This design comes from an exercise in tuning for small area, a short achievable clock period and few clock cycles per item on the open sky130 flow, not from production work. Function was checked by simulation only, so behaviour that the tests miss may differ from the original. Power figures rest on the tool's default switching activity, not on a simulated workload.

==> 05-26: inputs <==
// step_detector_cadence_core
module step_detector_cadence_core #(
   parameter int COUNT_WIDTH = sdc_pkg::COUNT_WIDTH_DEF
) (
   input  logic                                  clock,
   input  logic                                  reset,
   input  logic                                  csr_we,
   input  logic [sdc_pkg::CSR_IDX_W-1:0]         csr_index,
   input  logic [sdc_pkg::CSR_DATA_W-1:0]        csr_wdata,
   input  logic                                  req_valid,
   output logic                                  req_stall,
   input  logic signed [sdc_pkg::ACCEL_W-1:0]    req_accel_x,
   input  logic signed [sdc_pkg::ACCEL_W-1:0]    req_accel_y,
   input  logic signed [sdc_pkg::ACCEL_W-1:0]    req_accel_z,
   input  logic [sdc_pkg::TIME_W-1:0]            req_time_ms,
   input  logic                                  req_clear_count,
   output logic                                  rsp_valid,
   input  logic                                  rsp_stall,
   output logic                                  rsp_stepped,
   output logic [sdc_pkg::STEP_COUNT_W-1:0]      rsp_step_count,
   output logic [sdc_pkg::CAD_W-1:0]             rsp_cadence
);
==> flow/config.mk <==
export PLATFORM = sky130hd
export DESIGN_NAME = step_detector_cadence_core
export DESIGN_NICKNAME = step_detector_cadence_core
export VERILOG_FILES = /design/flow/design.v
export SDC_FILE = /design/flow/constraint.sdc
export NUM_CORES = 4
export LEC_CHECK = 0
export ABC_CLOCK_PERIOD_IN_PS = 5000
export CAP_MARGIN = 20
export CORE_MARGIN = 2
export CORE_UTILIZATION = 40
export SETUP_SLACK_MARGIN = 3.8
export SLEW_MARGIN = 20
==> flow/constraint.sdc <==
create_clock -name core_clock -period 9.0 [get_ports {clock}]
set_input_delay 1.8000 -clock core_clock [delete_from_list [all_inputs] [get_ports {clock}]]
set_output_delay 1.8000 -clock core_clock [all_outputs]
set_load 0.01 [all_outputs]
standard.sh (not shown) runs the stock make flow with config.mk's settings and CLKGATE_MAP_FILE= SYNTH_SCRIPT=/design/flow/synth_recipe.tcl, a recipe that flattens the netlist after the stock synthesis.
==> flow/flow/run.sh <==
#!/bin/bash
# Layout: the standard flow, with the port buffers made plain buffers (buf_4) instead of
# the delay-cell buffers buffer_ports picks by default. Each tool's output goes to its own log.
cp standard.sh standard_sh.log
export BUFFER_PORTS_ARGS="-buffer_cell sky130_fd_sc_hd__buf_4"
bash standard.sh > standard.log 2>&1
==> inputs of 06-01, as changes to 05-26 <==
==> flow/run.sh (new file) <==
#!/bin/bash
# synth_recipe.tcl (not shown) runs the flow's synth.tcl, then flattens the netlist and writes it again
# the make line also repeats each setting of config.mk as NAME=value (left out here)
make -C /OpenROAD-flow-scripts/flow DESIGN_CONFIG=/design/flow/config.mk WORK_HOME=/design/flow/orfs CLKGATE_MAP_FILE= SYNTH_SCRIPT=/design/flow/synth_recipe.tcl finish
Settings changed: CORE_UTILIZATION 40 to 60, SETUP_SLACK_MARGIN 3.8 to 4.0.
removed: flow/flow/run.sh
removed: flow/standard.sh
==> inputs of 11-04, as changes to 05-26 <==
Settings changed: SETUP_SLACK_MARGIN 3.8 to 4.4.
==> inputs of 08-18, as changes to 05-26 <==
Settings changed: CELL_PAD_IN_SITES_DETAIL_PLACEMENT from default to 0, CELL_PAD_IN_SITES_GLOBAL_PLACEMENT from default to 0, PLACE_DENSITY from default to 0.8, SETUP_SLACK_MARGIN 3.8 to 4.0.
==> summary of the runs <==
- Against 06-01, the setup slack of 08-18 is higher by 0.0058 ns.
- Total power: 11-04 > 06-01 > 08-18 > 05-26.
- 11-04 produced a clean layout. 05-26 completed without violations. 08-18 ran to the end with no violations. 06-01 finished clean.
- Against 08-18, the combinational power of 11-04 is larger by about 8%.
- Via count, highest first: 06-01, 08-18, 11-04, 05-26.
- In die area, 05-26 and 08-18 do not differ.
==> figures <==
Final cell count without fillers: 06-01 5,107; 11-04 5,563; 05-26 5,444; 08-18 5,440
Placeable Area: 06-01 63,200 sq um; 11-04 95,200 sq um; 05-26 95,200 sq um; 08-18 95,200 sq um
Relative contribution of combinational cells to total power: 06-01 0.719; 11-04 0.720; 05-26 0.697; 08-18 0.705
Register share of total power: 06-01 0.162; 11-04 0.155; 05-26 0.168; 08-18 0.166
P_comb: 06-01 13.7 mW; 11-04 14.2 mW; 05-26 12.7 mW; 08-18 13.1 mW
Cells after DPL: 06-01 4,865; 11-04 5,288; 05-26 5,293; 08-18 5,280
Total stage count of the critical path: 06-01 27; 11-04 22; 05-26 11; 08-18 26
Final setup skew: 06-01 0.0364 ns; 11-04 0.0350 ns; 05-26 0.0405 ns; 08-18 0.0363 ns
Placement row count: 06-01 92; 11-04 113; 05-26 113; 08-18 113
Routed metal-1 wirelength: 06-01 45.6 mm; 11-04 54.0 mm; 05-26 51.4 mm; 08-18 44.7 mm
Run status: 06-01 timing/DRC/antenna clean; 11-04 timing/DRC/antenna clean; 05-26 timing/DRC/antenna clean; 08-18 timing/DRC/antenna clean
Die area: 06-01 66,200 sq um; 11-04 98,700 sq um; 05-26 98,700 sq um; 08-18 98,700 sq um
Testbench counts of 05-26, summed over its fixed seeds: cycles 14,880, items 12,000.
Testbench counts of 06-01, summed over its fixed seeds: cycles 14,880, items 12,000.
Testbench counts of 11-04, summed over its fixed seeds: cycles 14,880, items 12,000.
Testbench counts of 08-18, summed over its fixed seeds: cycles 14,880, items 12,000.

-- afterwards: timing with drivers on the ports --
The flow's constraints put no driver on any port. The routed layouts listed below were extracted and timed again, unchanged, in two steps.
Step 1 (the two cells are an assumption about what drives the block):
set clk [get_ports {clock}]
set_driving_cell -lib_cell sky130_fd_sc_hd__clkbuf_16 $clk
set_driving_cell -lib_cell sky130_fd_sc_hd__buf_2 [delete_from_list [all_inputs] $clk]
Step 2, shift: input delay + t, output delay - t, t = (earliest + latest rising clock arrival at the registers) / 2. This alone moves slack from input paths to output paths.
Three values: ideal ports, drivers, drivers and shift; two values: the first two.
| run | shift t [ns] | slack for setup (ns) | hold WS [ns] |
|---|---|---|---|
| 05-26 | 0.696 | 3.849 / 3.872 / 3.186 | 0.437 / 0.437 / 0.437 |
| 06-01 | 0.690 | 3.953 / 3.953 / 3.407 | 0.420 / 0.420 / 0.420 |
| 11-04 | 0.714 | 4.000 / 4.000 / 3.562 | 0.438 / 0.438 / 0.438 |
| 08-18 | 0.699 | 3.958 / 3.958 / 3.374 | 0.425 / 0.425 / 0.425 |
After both steps every run listed still meets setup and hold. The setup slack of 05-26, which loses most, moves by +0.023 ns with the drivers and by -0.663 ns with both steps.
